Source: an optimization exercise on an open RTL-to-GDS flow (aim: small area, a short achievable clock period and few clock cycles per item). Production flows keep margins and buffers that such runs may drop.
Where RTL was checked, it was by simulation tests only, not by an equivalence proof against the original.

== the baseline ==
## adsr_envelope_generator_unit
module adsr_envelope_generator_unit
(
  input  logic        clk,
  input  logic        rst_n,
  input  logic        in_valid,
  output logic        in_stall,
  input  logic [24:0] in_data,
  output logic        out_valid,
  input  logic        out_stall,
  output logic [26:0] out_data,
  input  logic        cfg_we,
  input  logic [2:0]  cfg_index,
  input  logic [23:0] cfg_wdata
);
Size in the first run: roughly 210 flip-flops, about 86 I/O pins, roughly 26000 um^2 of cells after synthesis.
Settings: LEC_CHECK=0, ABC_AREA=1, CAP_MARGIN=20, CORE_MARGIN=2, CORE_UTILIZATION=65, SLEW_MARGIN=20; clock period 16.0 ns.
run.sh (not shown) runs the stock make flow with config.mk's settings and CLKGATE_MAP_FILE= SYNTH_SCRIPT=/design/flow/synth_recipe.tcl, a recipe that flattens the netlist after the stock synthesis.
The inputs of the candidate differ from those of the baseline as listed below.
Settings: clearing ABC_AREA, which used to be 1.
Results
Re post-placement cell count: the candidate is 369 down on the baseline.
The candidate ends up with a sequential portion of the cell area that is 0.17 points lower than in the baseline.
Measured against the candidate, the number of non-clock inverters in the layout of the baseline comes out at 1.8 times the reference value.
The candidate against the baseline: worst slack after detailed placement down 190 ps; share of the clock period used by the worst path picked up an extra 0.82 points; final worst-path setup slack went down.
Lower hold slack among the baseline and the candidate: the baseline
Taking the baseline as the reference, in the candidate fraction of met2 tracks used by global routing rose by 1.4 points; first-iteration DRC count fell by 46.
No run of this note included a check of the RTL's function; only the layout flow was run.

========
adsr_envelope_generator_unit, a different RTL version from the one above (not shown whole).
Size in the first run: about 3000 cells after synthesis, about 210 flip-flops, roughly 0.026 mm^2 of cells after synthesis.
clock: 16.0 ns
lec_check: 0
abc_area: 1
cap_margin: 0
core_margin: 2
core_utilization: 68
slew_margin: 0
standard.sh (not shown) runs the stock make flow with config.mk's settings and CLKGATE_MAP_FILE= SYNTH_SCRIPT=/design/flow/synth_recipe.tcl, a recipe that flattens the netlist after the stock synthesis.
==> flow/flow/run.sh <==
#!/bin/bash
# Standard layout, with timing repair aiming at a setup slack margin of 8 ns
# (the constraints and clock period are the standard flow's own, unchanged).
set -euo pipefail
bash standard.sh SETUP_SLACK_MARGIN=8 finish > standard_flow.log 2>&1
The starting point aborted during 5_1_grt (GRT-0232).
Testbench counts at the start, summed over its fixed seeds: cycles 106,689, items 96,000.
Rerun with:
- CAP_MARGIN: 0 -> 20
- CORE_UTILIZATION: 68 -> 60
- SLEW_MARGIN: 0 -> 20
Now the flow completed with no timing, DRC or antenna violations.
Synthesized cell count is unchanged.
Area after synthesis stays the same.
Rerun with:
- ABC_AREA: 1 -> unset
- CORE_UTILIZATION: 60 -> 55
The changed run finished with timing, DRC and antenna clean; via count decreases by 6.8%; synthesized area barely changes; flip-flop and latch count does not change.

========
## job 9797
adsr_envelope_generator_unit again, from the RTL that the note above started with.
export LEC_CHECK = 0
export CAP_MARGIN = 20
export CORE_MARGIN = 2
export CORE_UTILIZATION = 55
export SLEW_MARGIN = 20
create_clock -name core_clock -period 16.0 [get_ports {clk}]
==> flow/flow/run.sh <==
#!/bin/bash
# Standard layout, with timing repair aiming at a setup slack margin of 6 ns
# (the constraints and clock period are the standard flow's own, unchanged).
set -euo pipefail
bash standard.sh SETUP_SLACK_MARGIN=6 finish > standard_flow.log 2>&1
Testbench counts of job 9797, summed over its fixed seeds: cycles 106,689, items 96,000.
diff inputs: job 9797 => job 4643
Settings: ABC_AREA now 1, previously not set.
==> flow/flow/run.sh <==
#!/bin/bash
# Standard layout, with timing repair aiming at a setup slack margin of 9 ns
# (the constraints and clock period are the standard flow's own, unchanged).
set -euo pipefail
bash standard.sh SETUP_SLACK_MARGIN=9 finish > standard_flow.log 2>&1
### Flow results
- Compared with job 9797, job 4643 shows a vias per cell that is 3.3% lower.
- On wire length of the first global-routing pass: job 4643 sits above job 9797.
- Sequential share of layout area (higher): job 9797
- Summary: total wire length, job 4643 worse than job 9797
- Compared to job 9797, job 4643 has largest net degree at the start of global routing 74 lower.
- Higher number of different library cells in the post-synthesis netlist among job 9797 and job 4643: job 9797
- Looking only at total via count after detailed routing, and setting everything else aside, the lower value of job 9797 and job 4643 goes to job 9797.
#### Input delta (job 8097 over job 4643)
==> flow/flow/run.sh <==
#!/bin/bash
# Standard layout, with timing repair aiming at a setup slack margin of 7 ns
# (the constraints and clock period are the standard flow's own, unchanged).
set -euo pipefail
bash standard.sh SETUP_SLACK_MARGIN=7 finish > standard_flow.log 2>&1
[summary]
- Going from job 4643 to job 8097, slew at the pin closest to its max-slew limit now sits lower; setup slack went down 980 ps.
- Across both runs, global-route usage was lower for job 8097 than for job 4643.
- Job 8097 vs job 4643: met2 wirelength from detailed routing down
- Highest metal layer with signal wires = met4: job 8097; highest metal layer with signal wires = met5: job 4643
- Relative to job 4643, cell total after placement increased by about 0.4% in job 8097.
- Compared with job 4643, job 8097 shows fmax that has gone down by more than 10%.
[inputs] job 8701 vs job 8097
==> flow/flow/run.sh <==
#!/bin/bash
# Standard layout, with timing repair aiming at a setup slack margin of 8 ns
# (the constraints and clock period are the standard flow's own, unchanged).
set -euo pipefail
bash standard.sh SETUP_SLACK_MARGIN=8 finish > standard_flow.log 2>&1
### Flow results
Each of the runs, namely job 8701 and job 8097, reached the end of the flow and came out clean. [compare] base=job 8097 new=job 8701: met2 usage +1.4 points, cell depth of the worst setup path +5.9%. Against job 8097, job 8701 comes in 80 ps lower on data required time of the critical path. Compared with job 8097, in job 8701 total via count in the routed design increased by 3.4% relative to the old numbers, number of multi-input combinational cells barely changed, routed wire length rose 6.7%, multi-input gate share of total cell area decreased 0.77 points. Looking at slowest cell on the critical path, the sky130_fd_sc_hd__fa_2 result is from job 8701; the sky130_fd_sc_hd__fa_1 one comes from job 8097. On design area, the higher figure sits with job 8701, not job 8097. Job 8701: utilization after layout is 5.0 points higher than what job 8097 reported.

[re-timing with driven ports]
No port has a modelled driver above. Below, the same layouts with a new extraction and two added sets of constraints. Step 1, drivers: a clkbuf_16 drives clk and a buf_2 each remaining input, both assumed. Step 2, shift: input delay + t, output delay - t, t = (earliest + latest rising clock arrival at the registers) / 2. This alone moves slack from input paths to output paths. a / b / c = no drivers / after step 1 / after step 2; a / b = the first two.
| run | shift t [ns] | setup WS [ns] | worst setup path after step 2 | worst register clock-pin slew, ns |
|---|---|---|---|---|
| the baseline | 0.542 | 6.309 / 6.309 / 6.309 | register to register | 0.08 / 0.08 |
| the candidate | 0.554 | 6.178 / 6.178 / 6.178 | register to register | 0.08 / 0.08 |
| the second run of note 2 | 0.550 | 8.050 / 8.050 / 8.050 | register to register | 0.08 / 0.08 |
| the third run of note 2 | 0.564 | 7.677 / 7.677 / 7.677 | register to register | 0.07 / 0.07 |
| job 9797 | 0.554 | 6.242 / 6.242 / 6.242 | register to register | 0.07 / 0.07 |
| job 4643 | 0.543 | 8.316 / 8.316 / 8.316 | register to register | 0.07 / 0.07 |
| job 8097 | 0.557 | 7.335 / 7.335 / 7.335 | register to register | 0.08 / 0.08 |
| job 8701 | 0.558 | 8.172 / 8.172 / 8.172 | register to register | 0.08 / 0.08 |
After both steps setup and hold are still met in every run listed.
